From an optimization exercise on the open Yosys and OpenROAD flow, aimed at small area; shortcuts taken in it are not production practice.
RTL that was checked went through simulation tests only; none was proved equivalent to the original.
Power and IR drop assume default switching activity.

Setup of job 9297:
Design fract_resampler, start of the top module:
module fract_resampler #(
    parameter int WIDTH   = 16,
    parameter int PHASE_W = 12,
    parameter int SR_BASE = 192
) (
    input  logic                 i_clk,
    input  logic                 i_rst_n,
    input  logic                 i_clear,
    input  logic [WIDTH-1:0]     i_din_i,
    input  logic [WIDTH-1:0]     i_din_q,
    input  logic                 i_din_vld,
    output logic                 o_rdy,
    output logic [2*WIDTH-1:0]   o_tdata,
    output logic                 o_tvalid,
    input  logic                 i_rdy,
    input  logic                 i_set_stb,
    input  logic [7:0]           i_set_addr,
    input  logic [31:0]          i_set_data,
    output logic [31:0]          o_out_cnt
);
Settings: LEC_CHECK=0, ABC_AREA=1, CAP_MARGIN=20, CORE_MARGIN=2, CORE_UTILIZATION=65, SLEW_MARGIN=20; clock period 9.5 ns.
standard.sh (not shown) runs the stock make flow with config.mk's settings and CLKGATE_MAP_FILE= SYNTH_SCRIPT=/design/flow/synth_recipe.tcl, a recipe that flattens the netlist after the stock synthesis.
==> flow/flow/run.sh <==
#!/bin/bash
set -euo pipefail
bash standard.sh "BUFFER_PORTS_ARGS=-buffer_cell sky130_fd_sc_hd__buf_1" "CTS_ARGS=-sink_clustering_enable -repair_clock_nets -dont_use_dummy_load -buf_list sky130_fd_sc_hd__clkbuf_8" finish > flow_make.log 2>&1
Job 9297 | stages: all done | timing, DRC, antenna: all pass
Setup changes, job 9297 to job 8811
- a change of CORE_UTILIZATION from 65 to 40
==> flow/flow/run.sh <==
#!/bin/bash
set -euo pipefail
bash standard.sh "BUFFER_PORTS_ARGS=-buffer_cell sky130_fd_sc_hd__buf_1" "CTS_ARGS=-sink_clustering_enable -repair_clock_nets -dont_use_dummy_load -sink_clustering_size 8 -buf_list {sky130_fd_sc_hd__clkbuf_4 sky130_fd_sc_hd__clkbuf_8}" finish > flow_make.log 2>&1
[summary]
Summary: with job 9297 as the reference, count of placed standard cells in the final layout, fillers left out in job 8811 moved up by more than 10%.
The register-to-register path setup slack in job 8811 was higher than what job 9297 gave.
[job 8811] worst setup slack after layout fell 47 ps relative to job 9297
Job 8811 vs. job 9297: global-route wire length before repair grew by about 4.4%, starting DRC count in detailed routing fell 32%, switching power share of the total moved up.
No stage failed in job 8811, and the final checks on the layout all came back clean.
Wire length came out higher on job 8811 than on job 9297.
Compared with job 9297, job 8811 shows a area growth from synthesis to final layout that is 1.9 points higher.
Utilization ends up higher on job 9297.
diff inputs: job 8811 => job 5021
- CORE_UTILIZATION changed from 40 to 65
==> flow/flow/run.sh <==
#!/bin/bash
set -euo pipefail
bash standard.sh "BUFFER_PORTS_ARGS=-buffer_cell sky130_fd_sc_hd__buf_1" "CTS_ARGS=-sink_clustering_enable -repair_clock_nets -dont_use_dummy_load -sink_clustering_size 30 -sink_clustering_max_diameter 120 -buf_list sky130_fd_sc_hd__clkbuf_8" finish > flow_make.log 2>&1
### Flow results
On leakage power summed over all cells, job 5021 and job 8811 are neck and neck. Final cell count (job 5021 / job 8811): 0.908. Largest fanout on the critical path (job 5021 over job 8811): decrease, 19. Compared with job 8811, placement density in the core of job 5021 is higher. Total power after layout, job 5021 and job 8811: lower on job 5021. Diff job 8811 -> job 5021: combined global-route utilization of all metal layers has increased, design area has decreased. Comparing job 5021 against job 8811, there is no change at all in clock buffer instance count of the final layout.
Input changes introduced in job 2713 (baseline for comparison: job 5021):
- CORE_UTILIZATION now 40, was 65
==> flow/flow/run.sh <==
#!/bin/bash
# The standard layout, except that the port buffers use the smallest buffer cell
# (buffer_ports otherwise picks sky130_fd_sc_hd__clkdlybuf4s50_1). make's full output goes to
# flow_make.log here; each ORFS step also keeps its own log under orfs/logs/.
set -euo pipefail
bash standard.sh "BUFFER_PORTS_ARGS=-buffer_cell sky130_fd_sc_hd__buf_1" finish > flow_make.log 2>&1
Results
- The setup slack of job 2713 is smaller than that of job 5021.
- Looking only at chip width, and setting everything else aside, the higher value of job 2713 and job 5021 goes to job 2713.
- Worst hold slack was lower in job 2713 than in job 5021.
- Compared with job 5021, job 2713 shows a higher global-route wire length before repair.
#### Input delta (job 8305 over job 2713)
==> flow/flow/run.sh <==
#!/bin/bash
set -euo pipefail
bash standard.sh "BUFFER_PORTS_ARGS=-buffer_cell sky130_fd_sc_hd__buf_1" "CTS_ARGS=-sink_clustering_enable -repair_clock_nets -dont_use_dummy_load" finish > flow_make.log 2>&1
==> summary.txt <==
Compared with job 2713, job 8305 shows sequential share of layout area higher by 0.39 points. Between job 2713 and job 8305, the combinational share of power is lower for job 2713. Job 8305 ends up with lower synthesis-to-layout area growth than job 2713 does. Delta(average wire per standard cell, job 8305 - job 2713) > 0. Re count of plain and timing-repair buffers in the layout: no difference whatsoever between job 8305 and job 2713. Compared to job 2713, job 8305 has worst setup slack 9.8 ps higher. Any difference in wire length of the first global-routing pass between job 8305 and job 2713 is small enough to ignore.
Function was not checked in any run of this note: the RTL went through the layout flow alone.


== red ==
fract_resampler, a different RTL version from the one above (not shown whole).
For scale: ~150 flip-flops.
export LEC_CHECK = 0
export ABC_AREA = 1
export ABC_CLOCK_PERIOD_IN_PS = 9500
export CAP_MARGIN = 20
export CORE_MARGIN = 2
export CORE_UTILIZATION = 80
export SLEW_MARGIN = 20
create_clock -name core_clock -period 9.5 [get_ports {i_clk}]
==> flow/flow/run.sh <==
#!/bin/bash
# Layout flow: the standard flow (standard.sh) with three changes:
#  - synthesis maps with flow/abc_area.script, an area-oriented ABC script (a copy of ORFS's
#    scripts folder with only that file replaced; registers are untouched by ABC);
#  - port buffers use the smallest buffer cell, sky130_fd_sc_hd__buf_1;
#  - clock tree synthesis uses clkbuf_8 buffers and inserts no dummy loads.
# Each make run's full output goes to its own log here; ORFS keeps per-step logs in orfs/logs/.
set -euo pipefail
rm -rf scripts_abc
cp -r "$FLOW_HOME/scripts" scripts_abc
cp flow/abc_area.script scripts_abc/abc_area.script
bash standard.sh "SCRIPTS_DIR=$PWD/scripts_abc" "SYNTH_ARGS=-noabc" synth > synth_make.log 2>&1
bash standard.sh "BUFFER_PORTS_ARGS=-buffer_cell sky130_fd_sc_hd__buf_1" \
  "CTS_ARGS=-sink_clustering_enable -repair_clock_nets -dont_use_dummy_load -buf_list sky130_fd_sc_hd__clkbuf_8" \
  finish > flow_make.log 2>&1
==> flow/flow/abc_area.script <==
&get -n
&st
&dch
&nf -R 1000
&put
topo
stime -c
The following lists how blue was set up differently from red:
Settings: CORE_UTILIZATION now 65, was 80.
[summary]
Lower number of tap cells inserted goes to red over blue. red → blue: number of non-filler instances in the completed layout saw an increase, die footprint saw an increase. The lower post-route total power of blue and red is in blue. Diff blue..red | fraction of layout cells with a size suffix above 1 | negligible. Any difference in area used by multi-input combinational logic between blue and red is small enough to ignore. Looking at non-clock buffer count across blue and red, the one that comes out lower is red. The higher fraction of the cycle the final worst path needs of blue and red is in red. Between blue and red, the difference in register area is negligible.
Changes in green relative to blue:
diff --git a/flow/flow/run.sh b/flow/flow/run.sh
--- a/flow/flow/run.sh
+++ b/flow/flow/run.sh
@@ -1,6 +1,8 @@
 #!/bin/bash
-# Layout flow: the standard flow (standard.sh) with three changes:
-#  - synthesis maps with flow/abc_area.script, an area-oriented ABC script (a copy of ORFS's
-#    scripts folder with only that file replaced; registers are untouched by ABC);
+# Layout flow: the standard flow (standard.sh) with these changes:
+#  - synthesis: Yosys's synth runs with -noabc (no generic ABC pre-mapping before full-adder
+#    extraction), and the final ABC mapping uses flow/abc_area.script, an area-oriented script
+#    (ORFS's scripts folder is copied and only that file replaced). ABC maps only the
+#    combinational logic, so the registers are those of the standard synthesis;
 #  - port buffers use the smallest buffer cell, sky130_fd_sc_hd__buf_1;
 #  - clock tree synthesis uses clkbuf_8 buffers and inserts no dummy loads.
Results
green ended with every stage complete and zero timing, DRC or antenna violations. On power dissipated in the clock network, green and blue are basically level. green vs. blue: number of nets in the finished design saw little to no change, total number of vias saw little to no change, count of mapped cells out of synthesis saw little to no change, clock power share saw little to no change.


fract_resampler, a different RTL version from the one above (not shown whole).
Size: roughly 150 flip-flops, ~140 I/O pins.
clock: 9.5 ns
lec_check: 0
abc_area: 1
abc_clock_period_in_ps: 9500
cap_margin: 20
core_margin: 2
core_utilization: 65
slew_margin: 20
==> flow/flow/run.sh <==
#!/bin/bash
# Layout flow: the standard flow (standard.sh) with three changes:
#  - synthesis maps with flow/abc_area.script, an area-oriented ABC script (a copy of ORFS's
#    scripts folder with only that file replaced; registers are untouched by ABC);
#  - port buffers use the smallest buffer cell, sky130_fd_sc_hd__buf_1;
#  - clock tree synthesis uses clkbuf_8 buffers and inserts no dummy loads.
# Each make run's full output goes to its own log here; ORFS keeps per-step logs in orfs/logs/.
set -euo pipefail
rm -rf scripts_abc
cp -r "$FLOW_HOME/scripts" scripts_abc
cp flow/abc_area.script scripts_abc/abc_area.script
bash standard.sh "SCRIPTS_DIR=$PWD/scripts_abc" "SYNTH_ARGS=-noabc" synth > synth_make.log 2>&1
bash standard.sh "BUFFER_PORTS_ARGS=-buffer_cell sky130_fd_sc_hd__buf_1" \
  "CTS_ARGS=-sink_clustering_enable -repair_clock_nets -dont_use_dummy_load -buf_list sky130_fd_sc_hd__clkbuf_8" \
  finish > flow_make.log 2>&1
Scripts as last shown in full above: flow/flow/abc_area.script
The first run finished with timing, DRC and antenna clean.
Change:
--- a/flow/flow/run.sh
+++ b/flow/flow/run.sh
@@ -12 +12 @@
-bash standard.sh "SCRIPTS_DIR=$PWD/scripts_abc" "SYNTH_ARGS=-noabc" synth > synth_make.log 2>&1
+bash standard.sh "SCRIPTS_DIR=$PWD/scripts_abc" synth > synth_make.log 2>&1
--- a/flow/config.mk
+++ b/flow/config.mk
@@ -12 +12 @@
-export CORE_UTILIZATION = 65
+export CORE_UTILIZATION = 40
Outcome: The changed run completed with no timing, DRC or antenna violations; clock-buffer cell count does not change; global-route usage goes down by 10 points; register-to-register slack is worse by 0.20 ns; cell count is higher by 14%; total power went down by 9.3%; fmax drops by 2.5%; first-iteration DRC count decreases by 11%; area after synthesis is higher by 0.61%; clock power grows by about 1%.

## port drivers added, routing unchanged
In the flow no input, the clock included, has a driving cell. The finished layouts below were timed again as built, in two steps. Step 1, drivers: a clkbuf_16 drives i_clk and a buf_2 each remaining input, both assumed. Step 2 adds t to the input delays and takes it off the output delays; t is the mean of the earliest and latest rising clock arrival at the registers after step 1. Input paths then give back, and output paths get back, about the clock's delay inside the block. Slacks: ideal ports / drivers / drivers and shift; pairs: ideal ports / drivers.
| run | t, ns | slack for setup (ns) | latest minus earliest clock arrival (ns) | slew at the worst register clock pin (ns) | cell pins on the clock port's net |
|---|---|---|---|---|---|
| job 9297 | 0.496 | 0.551 / 0.511 / 0.850 | 0.044 / 0.044 | 0.10 / 0.10 | 1 |
| job 8811 | 0.489 | 0.504 / 0.459 / 0.901 | 0.044 / 0.044 | 0.10 / 0.10 | 1 |
| job 5021 | 0.496 | 0.551 / 0.511 / 0.850 | 0.044 / 0.044 | 0.10 / 0.10 | 1 |
| job 2713 | 0.481 | 0.523 / 0.474 / 0.910 | 0.012 / 0.011 | 0.07 / 0.07 | 1 |
| job 8305 | 0.472 | 0.533 / 0.484 / 0.900 | 0.030 / 0.030 | 0.07 / 0.07 | 1 |
| red | 0.489 | 0.388 / 0.347 / 0.798 | 0.042 / 0.041 | 0.10 / 0.10 | 1 |
| blue | 0.485 | 0.521 / 0.481 / 0.966 | 0.050 / 0.050 | 0.10 / 0.10 | 1 |
| green | 0.485 | 0.521 / 0.481 / 0.966 | 0.050 / 0.050 | 0.10 / 0.10 | 1 |
| the first run of note 3 | 0.490 | 0.558 / 0.516 / 1.006 | 0.049 / 0.048 | 0.10 / 0.10 | 1 |
| the second run of note 3 | 0.520 | 0.330 / 0.285 / 0.802 | 0.039 / 0.039 | 0.09 / 0.09 | 1 |
After both steps every run listed still meets setup and hold.
